This design comes from an exercise in tuning for small area, a short achievable clock period and few clock cycles per item on the open sky130 flow, not from production work.

// sha256_hash_engine_top
module sha256_hash_engine_top (
  input  logic        clk,
  input  logic        rst,
  input  logic        cfg_valid,
  output logic        cfg_ready,
  input  logic        cfg_data,
  input  logic        s_axis_tvalid,
  output logic        s_axis_tready,
  input  logic [39:0] s_axis_tdata,    
  input  logic        s_axis_tlast,
  output logic        m_axis_tvalid,
  input  logic        m_axis_tready,
  output logic [39:0] m_axis_tdata,    
  output logic        m_axis_tlast
);
Size: ~5,500 cells after synthesis, about 1,100 flip-flops, roughly 91 I/O pins.
clock: 8.5 ns
lec_check: 0
cap_margin: 20
core_margin: 2
core_utilization: 40
setup_slack_margin: 3.0
slew_margin: 20
tns_end_percent: 100
run.sh (not shown) runs the stock make flow with config.mk's settings and CLKGATE_MAP_FILE= SYNTH_SCRIPT=/design/flow/synth_recipe.tcl, a recipe that flattens the netlist after the stock synthesis.
The first run completed with no timing, DRC or antenna violations.
Then changed:
--- a/flow/design.v
+++ b/flow/design.v
@@ -119,39 +119,43 @@
   logic [31:0] a, b, c, d, e, f, g, p;
   logic [3:0][31:0] ha, he;
   logic [5:0] r;
   logic       run, fin;
   logic       cur_first, cur_last;
   logic       have0;        
+  logic       f_need, f_comp, f_61, f_62, f_63;
+  logic [5:0] r_next;
   logic [31:0] w_new, s1, s0, ch, mj, a_new, e_new, sum_a, sum_e, hsel_a, hsel_e;
   logic [31:0] px, p_new;
   logic [31:0] t1s, t1c, e1s, e1c, a1s, a1c, a2s, a2c;
   logic        stall, adv, need, opt, start, new_first, fold, shift;
   logic [1:0]  fidx;
   always_comb begin
-    need      = run && (r <= 6'd13);
-    opt       = !have0 && (run ? (r >= 6'd62) : 1'b1);
-    stall     = run && ((need && !src_valid) || (r == 6'd61 && out_valid));
+    need      = run && f_need;
+    opt       = !have0 && (run ? (f_62 || f_63) : 1'b1);
+    stall     = run && ((need && !src_valid) || (f_61 && out_valid));
     adv       = run && !stall;
     start     = !run && have0 && src_valid;
     new_first = !fin || cur_last;
-    fold      = (adv && r >= 6'd61) || (fin && (cur_last || start));
+    fold      = (adv && (f_61 || f_62 || f_63)) || (fin && (cur_last || start));
     want      = need || opt || (!run && have0);
     take      = want && src_valid;
-    shift     = take || (adv && r >= 6'd14 && r <= 6'd61);
+    shift     = take || (adv && f_comp);
+    if (adv) r_next = f_63 ? r : r + 6'd1;
+    else if (start) r_next = 6'd0;
+    else r_next = r;
   end
   assign w_new = sha256_pkg::ssig1(w[14]) + w[9] + sha256_pkg::ssig0(w[1]) + w[0];
   always_ff @(posedge clk) begin
     if (shift) begin
       for (int i = 0; i < 15; i++) w[i] <= w[i+1];
       w[15] <= take ? src_word : w_new;
     end
   end
   always_comb begin
-    if (run) fidx = (r == 6'd61) ? 2'd3 : (r == 6'd62) ? 2'd2 : 2'd1;
-    else     fidx = 2'd0;
+    fidx = {f_61 || f_62, f_61 || (run && f_63)};
     hsel_a = cur_first ? sha256_pkg::iv_word(variant, {1'b0, fidx}) : ha[3];
     hsel_e = cur_first ? sha256_pkg::iv_word(variant, {1'b1, fidx}) : he[3];
     sum_a  = hsel_a + a;
     sum_e  = hsel_e + e;
   end
   always_ff @(posedge clk) begin
@@ -201,29 +205,37 @@
   end
   always_ff @(posedge clk) begin
     if (rst) begin
       run       <= 1'b0;
       fin       <= 1'b0;
       r         <= 6'd63;
+      f_need    <= 1'b0;
+      f_comp    <= 1'b0;
+      f_61      <= 1'b0;
+      f_62      <= 1'b0;
+      f_63      <= 1'b1;
       cur_first <= 1'b1;
       cur_last  <= 1'b0;
       have0     <= 1'b0;
     end else begin
+      r      <= r_next;
+      f_need <= (r_next <= 6'd13);
+      f_comp <= (r_next >= 6'd14) && (r_next <= 6'd61);
+      f_61   <= (r_next == 6'd61);
+      f_62   <= (r_next == 6'd62);
+      f_63   <= (r_next == 6'd63);
       if (opt && src_valid) have0 <= 1'b1;
       else if (start) have0 <= 1'b0;
       if (adv) begin
-        if (r == 6'd63) begin
+        if (f_63) begin
           run <= 1'b0;
           fin <= 1'b1;
-        end else begin
-          r <= r + 6'd1;
         end
       end else if (start) begin
         run       <= 1'b1;
         fin       <= 1'b0;
-        r         <= 6'd0;
         cur_first <= new_first;
         cur_last  <= 1'b0;
       end else if (fin && cur_last) begin
         fin <= 1'b0;
       end
       if (adv && need && src_len2) cur_last <= 1'b1;
@@ -266,15 +278,13 @@
   logic [3:0]  pos;         
   logic [58:0] words;       
   logic [1:0]  tail;        
   logic        variant;
   logic [2:0]  cnt;
   logic [31:0] in_word, pad_calc, gen_word, out_word;
-  logic        gen_valid, fill;
-  logic        buf_valid, buf_len2;
-  logic [31:0] buf_word;
+  logic        gen_valid;
   logic [2:0]  out_idx;
   logic        want, take, out_valid, out_last;
   assign in_word = s_axis_tdata[31:0];
   assign cnt     = (s_axis_tdata[34:32] > 3'd4) ? 3'd4 : s_axis_tdata[34:32];
   always_comb begin
     case (cnt)
@@ -290,25 +300,22 @@
       S_DATA:  gen_word = (!s_axis_tlast || cnt == 3'd4) ? in_word : pad_calc;
       S_P80:   gen_word = 32'h8000_0000;
       S_ZERO:  gen_word = (pos == 4'd14) ? words[58:27] : 32'd0;
       default: gen_word = {words[26:0], tail, 3'd0};
     endcase
   end
-  assign fill = !buf_valid || take;
   always_ff @(posedge clk) begin
     if (rst) begin
-      buf_valid <= 1'b0;
       src_st    <= S_DATA;
       pos       <= '0;
       words     <= '0;
       tail      <= '0;
       variant   <= sha256_pkg::VAR_SHA256;
     end else begin
       if (cfg_valid) variant <= cfg_data;
-      if (fill) buf_valid <= gen_valid;
-      if (fill && gen_valid) begin
+      if (take) begin
         pos <= pos + 4'd1;
         case (src_st)
           S_DATA: begin
             if (!s_axis_tlast || cnt == 3'd4) words <= words + 59'd1;
             if (s_axis_tlast) begin
               tail   <= cnt[1:0];
@@ -323,32 +330,26 @@
             tail   <= '0;
           end
         endcase
       end
     end
   end
-  always_ff @(posedge clk) begin
-    if (fill) begin
-      buf_word <= gen_word;
-      buf_len2 <= (src_st == S_LEN2);
-    end
-  end
   always_comb begin
     cfg_ready     = 1'b1;
-    s_axis_tready = fill && (src_st == S_DATA);
+    s_axis_tready = want && (src_st == S_DATA);
     m_axis_tvalid = out_valid;
     m_axis_tdata  = {5'd0, out_idx, out_word};
     m_axis_tlast  = out_last;
   end
   sha256_core u_core (
     .clk       (clk),
     .rst       (rst),
     .variant   (variant),
-    .src_valid (buf_valid),
-    .src_word  (buf_word),
-    .src_len2  (buf_len2),
+    .src_valid (gen_valid),
+    .src_word  (gen_word),
+    .src_len2  (src_st == S_LEN2),
     .want      (want),
     .take      (take),
     .out_valid (out_valid),
     .out_ready (m_axis_tready),
     .out_word  (out_word),
     .out_idx   (out_idx),
The changed run went through all stages and came out clean.
Global-route usage grows by 0.34 points.
Synthesized area decreases by a few percent.
Final cell count fell by a few percent.
Via count came out lower by a few percent.
Sequential share of layout area barely changes.
Design area falls by a few percent.
Clock skew climbs by 0.014 ns.
Count of clock-buffer cells in the layout decreases by 14.
Non-clock buffer count shrinks by 27.
Die area shrinks by a few percent.
No functional check of the RTL was part of any run of this note.

-- what the ideal ports hide --
In the flow no input, the clock included, has a driving cell. The finished layouts below were timed again as built, in two steps.
Step 1, drivers: a clkbuf_16 drives clk and a buf_2 each remaining input, both assumed.
Step 2 adds t to the input delays and takes it off the output delays; t is the mean of the earliest and latest rising clock arrival at the registers after step 1. Input paths then give back, and output paths get back, about the clock's delay inside the block.
Three values: ideal ports, drivers, drivers and shift; two values: the first two.
run	shift t [ns]	setup WS [ns]	clock arrival spread, ns	cell pins on the clock port's net
the first run	0.854	2.908 / 2.908 / 2.908	0.056 / 0.056	1
the second run	0.824	3.028 / 3.028 / 3.028	0.066 / 0.067	1
After both steps every run listed still meets setup and hold.
